From an optimization exercise on the open Yosys and OpenROAD flow, aimed at small area and a short achievable clock period; shortcuts taken in it are not production practice.
Power and IR drop assume default switching activity.

==> module trig_execute, before the edit <==
module trig_execute (
  input  trig_pkg::addr_t [trig_pkg::NUM_TRIGGERS-1:0]       tdata2_i,
  input  trig_pkg::match_kind_t [trig_pkg::NUM_TRIGGERS-1:0] match_kind_i,
  input  trig_pkg::addr_t                                    retire_pc_i,
  input  trig_pkg::addr_t                                    retire_mem_addr_i,
  input  logic [trig_pkg::ACCESS_BYTES-1:0]                  retire_rmask_i,
  input  logic [trig_pkg::ACCESS_BYTES-1:0]                  retire_wmask_i,
  output trig_pkg::trig_vec_t                                pc_match_o,
  output trig_pkg::trig_vec_t                                load_match_o,
  output trig_pkg::trig_vec_t                                store_match_o
);
  logic [29:0] word;
  logic [1:0]  low;
  logic        word_top;
  assign word     = retire_mem_addr_i[31:2];
  assign low      = retire_mem_addr_i[1:0];
  assign word_top = &word;
  function automatic logic [1:0] cmp32(input logic [31:0] a, input logic [31:0] b);
    logic [31:0] g, p;
    g = a & ~b;
    p = a | ~b;
    for (int w = 16; w >= 1; w = w / 2) begin
      for (int k = 0; k < w; k++) begin
        g[k] = g[2*k+1] | (p[2*k+1] & g[2*k]);
        p[k] = p[2*k+1] & p[2*k];
      end
    end
    cmp32 = {g[0] | p[0], p[0] & ~g[0]};
  endfunction
  always_comb begin
    for (int t = 0; t < trig_pkg::NUM_TRIGGERS; t++) begin
      logic        k_eq, k_ge, k_lt;
      logic        pc_eq, pc_ge;
      logic [29:0] th;
      logic [1:0]  tl;
      logic [29:0] bit_eq, bit_gt, next_ok;
      logic        eq0, ge0, gt0, lt0, eq1, gt1, lt1;
      logic        r0, r1, w0, w1, re0, re1, we0, we1;
      logic [2:0]  s;
      logic        lsel;
      k_eq = match_kind_i[t] == trig_pkg::MATCH_EQ;
      k_ge = match_kind_i[t] == trig_pkg::MATCH_GE;
      k_lt = match_kind_i[t] == trig_pkg::MATCH_LT;
      {pc_ge, pc_eq} = cmp32(retire_pc_i, tdata2_i[t]);
      pc_match_o[t] = (k_eq & pc_eq) | (k_ge & pc_ge) | (k_lt & ~pc_ge);
      th = tdata2_i[t][31:2];
      tl = tdata2_i[t][1:0];
      eq0 = word == th;
      ge0 = word >= th;
      gt0 = ge0 & ~eq0;
      lt0 = ~ge0;
      bit_eq = ~(word ^ th);
      bit_gt = word & ~th;
      next_ok = {bit_eq[29:1] ^ bit_gt[28:0], ~bit_eq[0]};
      eq1 = &next_ok;
      gt1 = ge0 & ~word_top;
      lt1 = ~gt1 & ~eq1;
      r0 = 1'b0; r1 = 1'b0; w0 = 1'b0; w1 = 1'b0;
      re0 = 1'b0; re1 = 1'b0; we0 = 1'b0; we1 = 1'b0;
      for (int b = 0; b < trig_pkg::ACCESS_BYTES; b++) begin
        s = {1'b0, low} + 3'(b);
        lsel = (k_eq & (s[1:0] == tl)) | (k_ge & (s[1:0] >= tl)) | (k_lt & (s[1:0] < tl));
        if (s[2]) begin
          r1  = r1  | retire_rmask_i[b];
          w1  = w1  | retire_wmask_i[b];
          re1 = re1 | (retire_rmask_i[b] & lsel);
          we1 = we1 | (retire_wmask_i[b] & lsel);
        end else begin
          r0  = r0  | retire_rmask_i[b];
          w0  = w0  | retire_wmask_i[b];
          re0 = re0 | (retire_rmask_i[b] & lsel);
          we0 = we0 | (retire_wmask_i[b] & lsel);
        end
      end
      load_match_o[t]  = (eq0 & re0) | (eq1 & re1) |
                         (k_ge & ((gt0 & r0) | (gt1 & r1))) |
                         (k_lt & ((lt0 & r0) | (lt1 & r1)));
      store_match_o[t] = (eq0 & we0) | (eq1 & we1) |
                         (k_ge & ((gt0 & w0) | (gt1 & w1))) |
                         (k_lt & ((lt0 & w0) | (lt1 & w1)));
    end
  end
endmodule
export LEC_CHECK = 0
export ABC_AREA = 1
export CAP_MARGIN = 20
export CORE_MARGIN = 2
export CORE_UTILIZATION = 60
export SETUP_SLACK_MARGIN = 2.7
export SLEW_MARGIN = 20
create_clock -name core_clock -period 5.5 [get_ports {in_support_if}]
standard.sh (not shown) runs the stock make flow with config.mk's settings and CLKGATE_MAP_FILE= SYNTH_SCRIPT=/design/flow/synth_recipe.tcl, a recipe that flattens the netlist after the stock synthesis.
==> flow/flow/run.sh <==
#!/bin/bash
# Standard layout, with every port buffered by the smallest buffer cell
# instead of the resizer's default choice, and a clock tree with larger
# sink clusters and no dummy loads
export BUFFER_PORTS_ARGS="-buffer_cell sky130_fd_sc_hd__buf_1"
export CTS_ARGS="-sink_clustering_enable -repair_clock_nets -dont_use_dummy_load -sink_clustering_size 24 -sink_clustering_max_diameter 60"
bash standard.sh > standard.log 2>&1
The starting point completed without violations.
Change:
--- a/flow/design.v
+++ b/flow/design.v
@@ -148,4 +148,25 @@
     cmp32 = {g[0] | p[0], p[0] & ~g[0]};
   endfunction
+  logic [3:0] rmask0, rmask1, wmask0, wmask1;
+  logic       r0, r1, w0, w1;
+  always_comb begin
+    rmask0 = '0; rmask1 = '0; wmask0 = '0; wmask1 = '0;
+    for (int b = 0; b < trig_pkg::ACCESS_BYTES; b++) begin
+      for (int j = 0; j < 4; j++) begin
+        if (32'(low) + b == j) begin
+          rmask0[j] = retire_rmask_i[b];
+          wmask0[j] = retire_wmask_i[b];
+        end
+        if (32'(low) + b == j + 4) begin
+          rmask1[j] = retire_rmask_i[b];
+          wmask1[j] = retire_wmask_i[b];
+        end
+      end
+    end
+    r0 = |rmask0;
+    r1 = |rmask1;
+    w0 = |wmask0;
+    w1 = |wmask1;
+  end
   always_comb begin
     for (int t = 0; t < trig_pkg::NUM_TRIGGERS; t++) begin
@@ -156,7 +177,6 @@
       logic [29:0] bit_eq, bit_gt, next_ok;
       logic        eq0, ge0, gt0, lt0, eq1, gt1, lt1;
-      logic        r0, r1, w0, w1, re0, re1, we0, we1;
-      logic [2:0]  s;
-      logic        lsel;
+      logic [3:0]  lsel;
+      logic        re0, re1, we0, we1;
       k_eq = match_kind_i[t] == trig_pkg::MATCH_EQ;
       k_ge = match_kind_i[t] == trig_pkg::MATCH_GE;
@@ -176,21 +196,11 @@
       gt1 = ge0 & ~word_top;
       lt1 = ~gt1 & ~eq1;
-      r0 = 1'b0; r1 = 1'b0; w0 = 1'b0; w1 = 1'b0;
-      re0 = 1'b0; re1 = 1'b0; we0 = 1'b0; we1 = 1'b0;
-      for (int b = 0; b < trig_pkg::ACCESS_BYTES; b++) begin
-        s = {1'b0, low} + 3'(b);
-        lsel = (k_eq & (s[1:0] == tl)) | (k_ge & (s[1:0] >= tl)) | (k_lt & (s[1:0] < tl));
-        if (s[2]) begin
-          r1  = r1  | retire_rmask_i[b];
-          w1  = w1  | retire_wmask_i[b];
-          re1 = re1 | (retire_rmask_i[b] & lsel);
-          we1 = we1 | (retire_wmask_i[b] & lsel);
-        end else begin
-          r0  = r0  | retire_rmask_i[b];
-          w0  = w0  | retire_wmask_i[b];
-          re0 = re0 | (retire_rmask_i[b] & lsel);
-          we0 = we0 | (retire_wmask_i[b] & lsel);
-        end
+      for (int j = 0; j < 4; j++) begin
+        lsel[j] = (k_eq & (2'(j) == tl)) | (k_ge & (2'(j) >= tl)) | (k_lt & (2'(j) < tl));
       end
+      re0 = |(rmask0 & lsel);
+      re1 = |(rmask1 & lsel);
+      we0 = |(wmask0 & lsel);
+      we1 = |(wmask1 & lsel);
       load_match_o[t]  = (eq0 & re0) | (eq1 & re1) |
                          (k_ge & ((gt0 & r0) | (gt1 & r1))) |
What happened:
- via count decreases by 3.1%
- clock-buffer cell count decreases by 1
- worst setup slack loses 0.028 ns
- die area decreases by 1.7%
- total power decreases by 2.6%
- clock power decreases by about 2%
- non-clock buffer count decreases by 13
- sequential power barely changes
No run of this note included a check of the RTL's function; only the layout flow was run.

## static timing again, ports no longer ideal
How much do the figures lean on ideal ports? The routed layouts below were timed once more, with nothing changed but the port constraints. Step 1: set_driving_cell puts a clkbuf_16 on in_support_if and a buf_2 on each other input, an assumption about the parent block. Step 2 also shifts input and output timing later by t, the mid clock arrival at the registers, as if the neighbouring blocks saw the same clock. a / b / c = no drivers / after step 1 / after step 2; a / b = the first two.
run	t (ns)	setup WS [ns]	worst hold slack (ns)	worst setup path at the end	latest minus earliest clock arrival (ns)
the first run	0.617	2.554 / 2.471 / 2.076	0.498 / 0.495 / 0.498	input to register	0.090 / 0.090
the second run	0.617	2.526 / 2.462 / 2.113	0.479 / 0.479 / 0.479	input to register	0.064 / 0.063
After both steps setup and hold are still met in every run listed. The setup slack of the first run, which loses most, moves by -0.083 ns with the drivers and by -0.478 ns with both steps.
